This is an optimization exercise on Yosys and OpenROAD, whose aim is small area, a short achievable clock period and few clock cycles per item, not a production implementation.
The RTL was checked by simulation tests, not by an equivalence proof against the original design.

### flow/run.sh
#!/bin/bash
# synth_recipe.tcl (not shown) runs the flow's synth.tcl, then flattens the netlist and writes it again
# the make line also repeats each setting of config.mk as NAME=value (left out here)
make -C /OpenROAD-flow-scripts/flow DESIGN_CONFIG=/design/flow/config.mk WORK_HOME=/design/flow/orfs CLKGATE_MAP_FILE= SYNTH_SCRIPT=/design/flow/synth_recipe.tcl finish
### flow/config.mk
export PLATFORM = sky130hd
export DESIGN_NAME = dds_sine_sample_generator
export DESIGN_NICKNAME = dds_sine_sample_generator
export VERILOG_FILES = /design/flow/design.v
export SDC_FILE = /design/flow/constraint.sdc
export NUM_CORES = 4
export LEC_CHECK = 0
export CAP_MARGIN = 20
export CORE_MARGIN = 2
export CORE_UTILIZATION = 40
export SLEW_MARGIN = 20
### flow/constraint.sdc
create_clock -name core_clock -period 11.0 [get_ports {clk}]
set_input_delay 2.2000 -clock core_clock [delete_from_list [all_inputs] [get_ports {clk}]]
set_output_delay 2.2000 -clock core_clock [all_outputs]
set_load 0.01 [all_outputs]
### flow/design.v
package dds_pkg;
    localparam int PHASE_BITS = 32;
    localparam int TABLE_BITS = 8;
    localparam int CODE_BITS  = 12;
    localparam int TABLE_SIZE = 1 << TABLE_BITS;
    localparam int PROD_BITS  = 2 * CODE_BITS;
    localparam logic [CODE_BITS-1:0] CODE_MAX   = 12'd4095;
    localparam logic [CODE_BITS-1:0] ROUND_HALF = 12'd2047;
    localparam logic [1:0] REG_PHASE_STEP = 2'd0;
    localparam logic [1:0] REG_LOW_CODE   = 2'd1;
    localparam logic [1:0] REG_HIGH_CODE  = 2'd2;
    typedef logic [CODE_BITS-1:0]  code_t;
    typedef logic [PHASE_BITS-1:0] phase_t;
    typedef logic [TABLE_BITS-1:0] rom_addr_t;
    typedef logic [PROD_BITS-1:0]  prod_t;
endpackage
module dds_sine_sample_generator (
    input  logic                  clk,
    input  logic                  rst_n,
    input  logic                  in_valid,
    output logic                  in_ready,
    input  logic                  restart,
    output logic                  out_valid,
    input  logic                  out_ready,
    output dds_pkg::code_t        sample,
    input  logic                  cfg_valid,
    output logic                  cfg_ready,
    input  logic [1:0]            cfg_index,
    input  logic [31:0]           cfg_data
);
    dds_pkg::phase_t    phase_step_reg;
    dds_pkg::code_t     low_code_reg;
    dds_pkg::code_t     high_code_reg;
    dds_pkg::phase_t    phase_acc_reg;
    dds_pkg::phase_t    phase_base;
    dds_pkg::rom_addr_t rom_addr;
    logic      v1_reg, v2_reg;
    logic      adv1, adv2;
    logic      in_fire, cfg_fire;
    dds_pkg::code_t     sine1_reg, lo1_reg, span1_reg;
    dds_pkg::code_t     lo_next, span_next;
    dds_pkg::prod_t     prod_next;
    logic [dds_pkg::CODE_BITS-1:0] quo_est;
    logic [dds_pkg::CODE_BITS:0]   rem_est;
    logic [dds_pkg::CODE_BITS:0]   quo;
    logic [dds_pkg::CODE_BITS:0]   code_sum;
    dds_pkg::code_t                sample_next;
    dds_pkg::code_t                sample_reg;
    assign cfg_ready = 1'b1;
    assign cfg_fire  = cfg_valid & cfg_ready;
    assign adv2     = ~v2_reg | out_ready;
    assign adv1     = ~v1_reg | adv2;
    assign in_ready = adv1;
    assign in_fire  = in_valid & in_ready;
    always_ff @(posedge clk or negedge rst_n)
    begin
        if (!rst_n)
        begin
            phase_step_reg <= '0;
            low_code_reg   <= '0;
            high_code_reg  <= dds_pkg::CODE_MAX;
        end
        else if (cfg_fire)
        begin
            case (cfg_index)
                dds_pkg::REG_PHASE_STEP: phase_step_reg <= cfg_data;
                dds_pkg::REG_LOW_CODE:   low_code_reg   <= cfg_data[dds_pkg::CODE_BITS-1:0];
                dds_pkg::REG_HIGH_CODE:  high_code_reg  <= cfg_data[dds_pkg::CODE_BITS-1:0];
                default:        ;
            endcase
        end
    end
    assign phase_base = restart ? '0 : phase_acc_reg;
    assign rom_addr   = phase_base[dds_pkg::PHASE_BITS-1 -: dds_pkg::TABLE_BITS];
    dds_pkg::code_t     rom_data;
    always_comb
    begin
        case (rom_addr)
            8'd0: rom_data = 12'd2048;
            8'd1: rom_data = 12'd2098;
            8'd2: rom_data = 12'd2148;
            8'd3: rom_data = 12'd2198;
            8'd4: rom_data = 12'd2248;
            8'd5: rom_data = 12'd2298;
            8'd6: rom_data = 12'd2348;
            8'd7: rom_data = 12'd2398;
            8'd8: rom_data = 12'd2447;
            8'd9: rom_data = 12'd2496;
            8'd10: rom_data = 12'd2545;
            8'd11: rom_data = 12'd2594;
            8'd12: rom_data = 12'd2642;
            8'd13: rom_data = 12'd2690;
            8'd14: rom_data = 12'd2737;
            8'd15: rom_data = 12'd2784;
            8'd16: rom_data = 12'd2831;
            8'd17: rom_data = 12'd2877;
            8'd18: rom_data = 12'd2923;
            8'd19: rom_data = 12'd2968;
            8'd20: rom_data = 12'd3013;
            8'd21: rom_data = 12'd3057;
            8'd22: rom_data = 12'd3100;
            8'd23: rom_data = 12'd3143;
            8'd24: rom_data = 12'd3185;
            8'd25: rom_data = 12'd3226;
            8'd26: rom_data = 12'd3267;
            8'd27: rom_data = 12'd3307;
            8'd28: rom_data = 12'd3346;
            8'd29: rom_data = 12'd3385;
            8'd30: rom_data = 12'd3423;
            8'd31: rom_data = 12'd3459;
            8'd32: rom_data = 12'd3495;
            8'd33: rom_data = 12'd3530;
            8'd34: rom_data = 12'd3565;
            8'd35: rom_data = 12'd3598;
            8'd36: rom_data = 12'd3630;
            8'd37: rom_data = 12'd3662;
            8'd38: rom_data = 12'd3692;
            8'd39: rom_data = 12'd3722;
            8'd40: rom_data = 12'd3750;
            8'd41: rom_data = 12'd3777;
            8'd42: rom_data = 12'd3804;
            8'd43: rom_data = 12'd3829;
            8'd44: rom_data = 12'd3853;
            8'd45: rom_data = 12'd3876;
            8'd46: rom_data = 12'd3898;
            8'd47: rom_data = 12'd3919;
            8'd48: rom_data = 12'd3939;
            8'd49: rom_data = 12'd3958;
            8'd50: rom_data = 12'd3975;
            8'd51: rom_data = 12'd3992;
            8'd52: rom_data = 12'd4007;
            8'd53: rom_data = 12'd4021;
            8'd54: rom_data = 12'd4034;
            8'd55: rom_data = 12'd4045;
            8'd56: rom_data = 12'd4056;
            8'd57: rom_data = 12'd4065;
            8'd58: rom_data = 12'd4073;
            8'd59: rom_data = 12'd4080;
            8'd60: rom_data = 12'd4085;
            8'd61: rom_data = 12'd4089;
            8'd62: rom_data = 12'd4093;
            8'd63: rom_data = 12'd4094;
            8'd64: rom_data = 12'd4095;
            8'd65: rom_data = 12'd4094;
            8'd66: rom_data = 12'd4093;
            8'd67: rom_data = 12'd4089;
            8'd68: rom_data = 12'd4085;
            8'd69: rom_data = 12'd4080;
            8'd70: rom_data = 12'd4073;
            8'd71: rom_data = 12'd4065;
            8'd72: rom_data = 12'd4056;
            8'd73: rom_data = 12'd4045;
            8'd74: rom_data = 12'd4034;
            8'd75: rom_data = 12'd4021;
            8'd76: rom_data = 12'd4007;
            8'd77: rom_data = 12'd3992;
            8'd78: rom_data = 12'd3975;
            8'd79: rom_data = 12'd3958;
            8'd80: rom_data = 12'd3939;
            8'd81: rom_data = 12'd3919;
            8'd82: rom_data = 12'd3898;
            8'd83: rom_data = 12'd3876;
            8'd84: rom_data = 12'd3853;
            8'd85: rom_data = 12'd3829;
            8'd86: rom_data = 12'd3804;
            8'd87: rom_data = 12'd3777;
            8'd88: rom_data = 12'd3750;
            8'd89: rom_data = 12'd3722;
            8'd90: rom_data = 12'd3692;
            8'd91: rom_data = 12'd3662;
            8'd92: rom_data = 12'd3630;
            8'd93: rom_data = 12'd3598;
            8'd94: rom_data = 12'd3565;
            8'd95: rom_data = 12'd3530;
            8'd96: rom_data = 12'd3495;
            8'd97: rom_data = 12'd3459;
            8'd98: rom_data = 12'd3423;
            8'd99: rom_data = 12'd3385;
            8'd100: rom_data = 12'd3346;
            8'd101: rom_data = 12'd3307;
            8'd102: rom_data = 12'd3267;
            8'd103: rom_data = 12'd3226;
            8'd104: rom_data = 12'd3185;
            8'd105: rom_data = 12'd3143;
            8'd106: rom_data = 12'd3100;
            8'd107: rom_data = 12'd3057;
            8'd108: rom_data = 12'd3013;
            8'd109: rom_data = 12'd2968;
            8'd110: rom_data = 12'd2923;
            8'd111: rom_data = 12'd2877;
            8'd112: rom_data = 12'd2831;
            8'd113: rom_data = 12'd2784;
            8'd114: rom_data = 12'd2737;
            8'd115: rom_data = 12'd2690;
            8'd116: rom_data = 12'd2642;
            8'd117: rom_data = 12'd2594;
            8'd118: rom_data = 12'd2545;
            8'd119: rom_data = 12'd2496;
            8'd120: rom_data = 12'd2447;
            8'd121: rom_data = 12'd2398;
            8'd122: rom_data = 12'd2348;
            8'd123: rom_data = 12'd2298;
            8'd124: rom_data = 12'd2248;
            8'd125: rom_data = 12'd2198;
            8'd126: rom_data = 12'd2148;
            8'd127: rom_data = 12'd2098;
            8'd128: rom_data = 12'd2048;
            8'd129: rom_data = 12'd1997;
            8'd130: rom_data = 12'd1947;
            8'd131: rom_data = 12'd1897;
            8'd132: rom_data = 12'd1847;
            8'd133: rom_data = 12'd1797;
            8'd134: rom_data = 12'd1747;
            8'd135: rom_data = 12'd1697;
            8'd136: rom_data = 12'd1648;
            8'd137: rom_data = 12'd1599;
            8'd138: rom_data = 12'd1550;
            8'd139: rom_data = 12'd1501;
            8'd140: rom_data = 12'd1453;
            8'd141: rom_data = 12'd1405;
            8'd142: rom_data = 12'd1358;
            8'd143: rom_data = 12'd1311;
            8'd144: rom_data = 12'd1264;
            8'd145: rom_data = 12'd1218;
            8'd146: rom_data = 12'd1172;
            8'd147: rom_data = 12'd1127;
            8'd148: rom_data = 12'd1082;
            8'd149: rom_data = 12'd1038;
            8'd150: rom_data = 12'd995;
            8'd151: rom_data = 12'd952;
            8'd152: rom_data = 12'd910;
            8'd153: rom_data = 12'd869;
            8'd154: rom_data = 12'd828;
            8'd155: rom_data = 12'd788;
            8'd156: rom_data = 12'd749;
            8'd157: rom_data = 12'd710;
            8'd158: rom_data = 12'd672;
            8'd159: rom_data = 12'd636;
            8'd160: rom_data = 12'd600;
            8'd161: rom_data = 12'd565;
            8'd162: rom_data = 12'd530;
            8'd163: rom_data = 12'd497;
            8'd164: rom_data = 12'd465;
            8'd165: rom_data = 12'd433;
            8'd166: rom_data = 12'd403;
            8'd167: rom_data = 12'd373;
            8'd168: rom_data = 12'd345;
            8'd169: rom_data = 12'd318;
            8'd170: rom_data = 12'd291;
            8'd171: rom_data = 12'd266;
            8'd172: rom_data = 12'd242;
            8'd173: rom_data = 12'd219;
            8'd174: rom_data = 12'd197;
            8'd175: rom_data = 12'd176;
            8'd176: rom_data = 12'd156;
            8'd177: rom_data = 12'd137;
            8'd178: rom_data = 12'd120;
            8'd179: rom_data = 12'd103;
            8'd180: rom_data = 12'd88;
            8'd181: rom_data = 12'd74;
            8'd182: rom_data = 12'd61;
            8'd183: rom_data = 12'd50;
            8'd184: rom_data = 12'd39;
            8'd185: rom_data = 12'd30;
            8'd186: rom_data = 12'd22;
            8'd187: rom_data = 12'd15;
            8'd188: rom_data = 12'd10;
            8'd189: rom_data = 12'd6;
            8'd190: rom_data = 12'd2;
            8'd191: rom_data = 12'd1;
            8'd192: rom_data = 12'd0;
            8'd193: rom_data = 12'd1;
            8'd194: rom_data = 12'd2;
            8'd195: rom_data = 12'd6;
            8'd196: rom_data = 12'd10;
            8'd197: rom_data = 12'd15;
            8'd198: rom_data = 12'd22;
            8'd199: rom_data = 12'd30;
            8'd200: rom_data = 12'd39;
            8'd201: rom_data = 12'd50;
            8'd202: rom_data = 12'd61;
            8'd203: rom_data = 12'd74;
            8'd204: rom_data = 12'd88;
            8'd205: rom_data = 12'd103;
            8'd206: rom_data = 12'd120;
            8'd207: rom_data = 12'd137;
            8'd208: rom_data = 12'd156;
            8'd209: rom_data = 12'd176;
            8'd210: rom_data = 12'd197;
            8'd211: rom_data = 12'd219;
            8'd212: rom_data = 12'd242;
            8'd213: rom_data = 12'd266;
            8'd214: rom_data = 12'd291;
            8'd215: rom_data = 12'd318;
            8'd216: rom_data = 12'd345;
            8'd217: rom_data = 12'd373;
            8'd218: rom_data = 12'd403;
            8'd219: rom_data = 12'd433;
            8'd220: rom_data = 12'd465;
            8'd221: rom_data = 12'd497;
            8'd222: rom_data = 12'd530;
            8'd223: rom_data = 12'd565;
            8'd224: rom_data = 12'd600;
            8'd225: rom_data = 12'd636;
            8'd226: rom_data = 12'd672;
            8'd227: rom_data = 12'd710;
            8'd228: rom_data = 12'd749;
            8'd229: rom_data = 12'd788;
            8'd230: rom_data = 12'd828;
            8'd231: rom_data = 12'd869;
            8'd232: rom_data = 12'd910;
            8'd233: rom_data = 12'd952;
            8'd234: rom_data = 12'd995;
            8'd235: rom_data = 12'd1038;
            8'd236: rom_data = 12'd1082;
            8'd237: rom_data = 12'd1127;
            8'd238: rom_data = 12'd1172;
            8'd239: rom_data = 12'd1218;
            8'd240: rom_data = 12'd1264;
            8'd241: rom_data = 12'd1311;
            8'd242: rom_data = 12'd1358;
            8'd243: rom_data = 12'd1405;
            8'd244: rom_data = 12'd1453;
            8'd245: rom_data = 12'd1501;
            8'd246: rom_data = 12'd1550;
            8'd247: rom_data = 12'd1599;
            8'd248: rom_data = 12'd1648;
            8'd249: rom_data = 12'd1697;
            8'd250: rom_data = 12'd1747;
            8'd251: rom_data = 12'd1797;
            8'd252: rom_data = 12'd1847;
            8'd253: rom_data = 12'd1897;
            8'd254: rom_data = 12'd1947;
            8'd255: rom_data = 12'd1997;
            default: rom_data = 12'd0;
        endcase
    end
    always_ff @(posedge clk or negedge rst_n)
    begin
        if (!rst_n)
        begin
            phase_acc_reg <= '0;
        end
        else if (in_fire)
        begin
            phase_acc_reg <= phase_base + phase_step_reg;
        end
    end
    always_comb
    begin
        if (low_code_reg > high_code_reg)
        begin
            lo_next   = high_code_reg;
            span_next = low_code_reg - high_code_reg;
        end
        else
        begin
            lo_next   = low_code_reg;
            span_next = high_code_reg - low_code_reg;
        end
    end
    assign prod_next = dds_pkg::PROD_BITS'(span1_reg) * dds_pkg::PROD_BITS'(sine1_reg)
                     + dds_pkg::PROD_BITS'(dds_pkg::ROUND_HALF);
    assign quo_est  = prod_next[dds_pkg::PROD_BITS-1:dds_pkg::CODE_BITS];
    assign rem_est  = {1'b0, prod_next[dds_pkg::CODE_BITS-1:0]} + {1'b0, quo_est};
    assign quo      = {1'b0, quo_est} + (dds_pkg::CODE_BITS+1)'(rem_est >= {1'b0, dds_pkg::CODE_MAX});
    assign code_sum = {1'b0, lo1_reg} + quo;
    assign sample_next = code_sum[dds_pkg::CODE_BITS] ? dds_pkg::CODE_MAX : code_sum[dds_pkg::CODE_BITS-1:0];
    always_ff @(posedge clk or negedge rst_n)
    begin
        if (!rst_n)
        begin
            v1_reg <= 1'b0;
            v2_reg <= 1'b0;
        end
        else
        begin
            if (adv1)
            begin
                v1_reg <= in_valid;
            end
            if (adv2)
            begin
                v2_reg <= v1_reg;
            end
        end
    end
    always_ff @(posedge clk)
    begin
        if (in_fire)
        begin
            sine1_reg <= rom_data;
            lo1_reg   <= lo_next;
            span1_reg <= span_next;
        end
        if (adv2 && v1_reg)
        begin
            sample_reg <= sample_next;
        end
    end
    assign out_valid = v2_reg;
    assign sample    = sample_reg;
endmodule
==> summary.txt <==
## path summary, 6_finish.rpt
kind                       slack, ns            endpoint        startpoint
max reg2reg                     0.70      sample_reg[10]      sine1_reg[1]
min reg2reg                     0.47    phase_acc_reg[8]  phase_acc_reg[8]
max                             0.70      sample_reg[10]      sine1_reg[1]
min in group asynchronous       1.71  phase_step_reg[26]             rst_n
min                             0.47    phase_acc_reg[8]  phase_acc_reg[8]
max in group asynchronous       8.21   phase_acc_reg[27]             rst_n
## Yosys cell counts, types with 23 or more instances
cell type / n / area, sq um
nand2_1: 255 / 957
inv_1: 212 / 796
a21oi_1: 153 / 766
ha_1: 153 / 1910
o21ai_0: 153 / 766
fa_1: 115 / 2300
clkbuf_1: 99 / 372
nor2_1: 99 / 372
and2_1: 84 / 526
dfrtp_1: 78 / 1950
mux2_2: 58 / 653
edfxtp_1: 48 / 1440
nor2b_1: 47 / 294
a21o_1: 44 / 330
nand3_1: 34 / 170
nor3_1: 34 / 170
xnor2_1: 34 / 298
nand2b_1: 32 / 200
buf_2: 30 / 150
xor2_1: 29 / 254
o211ai_1: 28 / 210
a31oi_1: 24 / 150
a211oi_1: 23 / 173
## logic make-up (layout without fill, tap and decap cells)
kind of cell	count (synthesis)	count (layout)	share of synthesized area, %
fa+ha+maj	268	268	24.0
compound gates	577	577	21.1
simple gates	637	637	17.4
mux	76	76	5.15
other cells	1	1	0.0214
buf+inv	359	326	7.96
xor+xnor	63	63	3.15
flops	138	138	21.2
## worst reg2reg max path: cells and delay by family, from the launching register on
| family | cells | cell delay [ns] |
|---|---|---|
| compound gates | 15 | 3.78 |
| xor+xnor | 1 | 0.23 |
| flops | 1 | 0.54 |
| fa+ha+maj | 9 | 3.90 |
| buf+inv | 4 | 0.19 |
| simple gates | 6 | 1.38 |
## metrics by stage
step	worst slack [ns]	cells	area, sq um	util (%)
final	0.698	2671	19000	44.0
after global routing	0.0205	2671	19000	44.0
after CTS	0.490	2671	19000	44.0
after detailed placement	0.559	2639	18400	42.6
after global placement	0.834	2639	18400	42.6
after floorplan	1.56	2119	17500	-
## layout make-up
class | count | area (sq um)
Tap cell | 585 | 732
Multi-Input combinational cell | 1622 | 12400
Clock buffer | 17 | 425
Fill cell | 4334 | 24200
Timing Repair Buffer | 73 | 673
Inverter | 221 | 830
Sequential cell | 138 | 3710
Clock inverter | 15 | 166
## layer usage
metal	routed length, um	part of all wire, %	track usage (%)
met4	1460	2.9	7.64
met3	3470	6.9	3.54
met5	38	0.075	0
met2	24100	48	38.4
met1	21600	43	29.9
==> summary.txt <==
most common cell after layout, fill and taps aside nand2_1; routability cong. about 0.98; Die Ht between 200 and 250 um; worst path buffer plus inverter count 4; final setup TNS 0 ns; gr ovfl total 0; period utilisation layout around 94%; core area 43200 sq um; routed len/inst 19.0 um; Worst path slowest cell edfxtp_1; row cnt between 70 and 80; RSZ-0062 raised after global routing no; FF+latch count, synth about 140; Antenna diodes 0; worst-path fanout max 12; Boundary Pins 55; synth warn 1; Port Buffer Count 53; Max Cap Viol 0; Pre-antenna DRT Iters 6; CTS root buffer clkbuf_16; initial antenna violation count 3; CTS H-tree depth 4; first-pass GRT wire length 81.9 mm; Clock Path Buffers 2; worst hold slack between 0.4 and 0.5 ns; layout overhead on the synthesized area 8.26%; pin count of the biggest net entering global routing 77; Worst R2R Path Depth 35; cts bufs inserted 17; WHS Path Cells 2; synthesized area 17500 sq um; async set-reset flop share out of synthesis 65.2%; CTS tree yes; Top FF cell, synth dfrtp_1; Sink Count around 140; CTS-repair resized insts 0; Post-synth EDFFs 48; via count around 15k; Synth cell types 85; final number of max-transition violations 0; Die Wd between 200 and 250 um; DP HPWL 37.1 mm; CP Launch Type register; fmax roughly 97 MHz; Min-Delay Path Class register to register; most frequent cells in the layout nand2_1 (254), inv_1 (212), a21oi_1 (153), o21ai_0 (153), ha_1 (153); clk slew on worst S/H paths approximately 0.07 ns; number of remaining DRC errors 0; Post-CTS Hold Buffers 0; Clock Skews 0.00917 ns; Hold Vio Cnt, Final 0; Crit path depth 35; Worst path max stage delay 0.54 ns; Tmin final between 10 and 15 ns; CP dominant cell by count fa_1; Mapped Cells 2119; worst path required time 11.18 ns; vias per cell just under 6; Initial DRC Count 1397; measured slew at the worst slew-check pin slightly above 1 ns; layout cells sized above 1 just under 8%; ANT nets after route 0; worst skew pair latency ~0.43 ns; critical path type register to register; Max-slew headroom between 30 and 40%; Mapped Avg Cell Area 8.27 sq um; Syn Nets 2427; number of global-route vias before repair approximately 15k; Total Wirelength between 50 and 60 mm; sequential area share after synthesis a little over a fifth; data arrival time of the worst path 10.48 ns; GR Util All Layers a little under a quarter; Final setup violation count 0; setup bufs post-CTS 0; Post-layout nets between 2k and 2.5k; DIE AREA around 46000 sq um; status complete, no violations; initial core utilization between 40 and 50%; CP endpoint kind register; crit-path leading delay family adder cells
Testbench counts, summed over its fixed seeds: cycles 16,008, items 16,000.

## static timing again, ports no longer ideal
How much do the figures lean on ideal ports? The routed layout below was timed once more, with nothing changed but the port constraints. Step 1: set_driving_cell puts a clkbuf_16 on clk and a buf_2 on each other input, an assumption about the parent block. Step 2 moves the port delays by t, midway between the first and last clock arrival at a register: inputs arrive t later, outputs are due t later. That takes back most of the time a late clock gives input paths. Three values: ideal ports, drivers, drivers and shift; two values: the first two.
shift t [ns]: 0.486
slack for setup (ns): 0.698 / 0.698 / 0.698
worst register clock-pin slew, ns: 0.07 / 0.07
cell pins on the clock port's net: 1
After both steps this run still meets setup and hold. For this run, drivers alone change the setup slack by 0.000 ns; drivers and shift together by 0.000 ns.
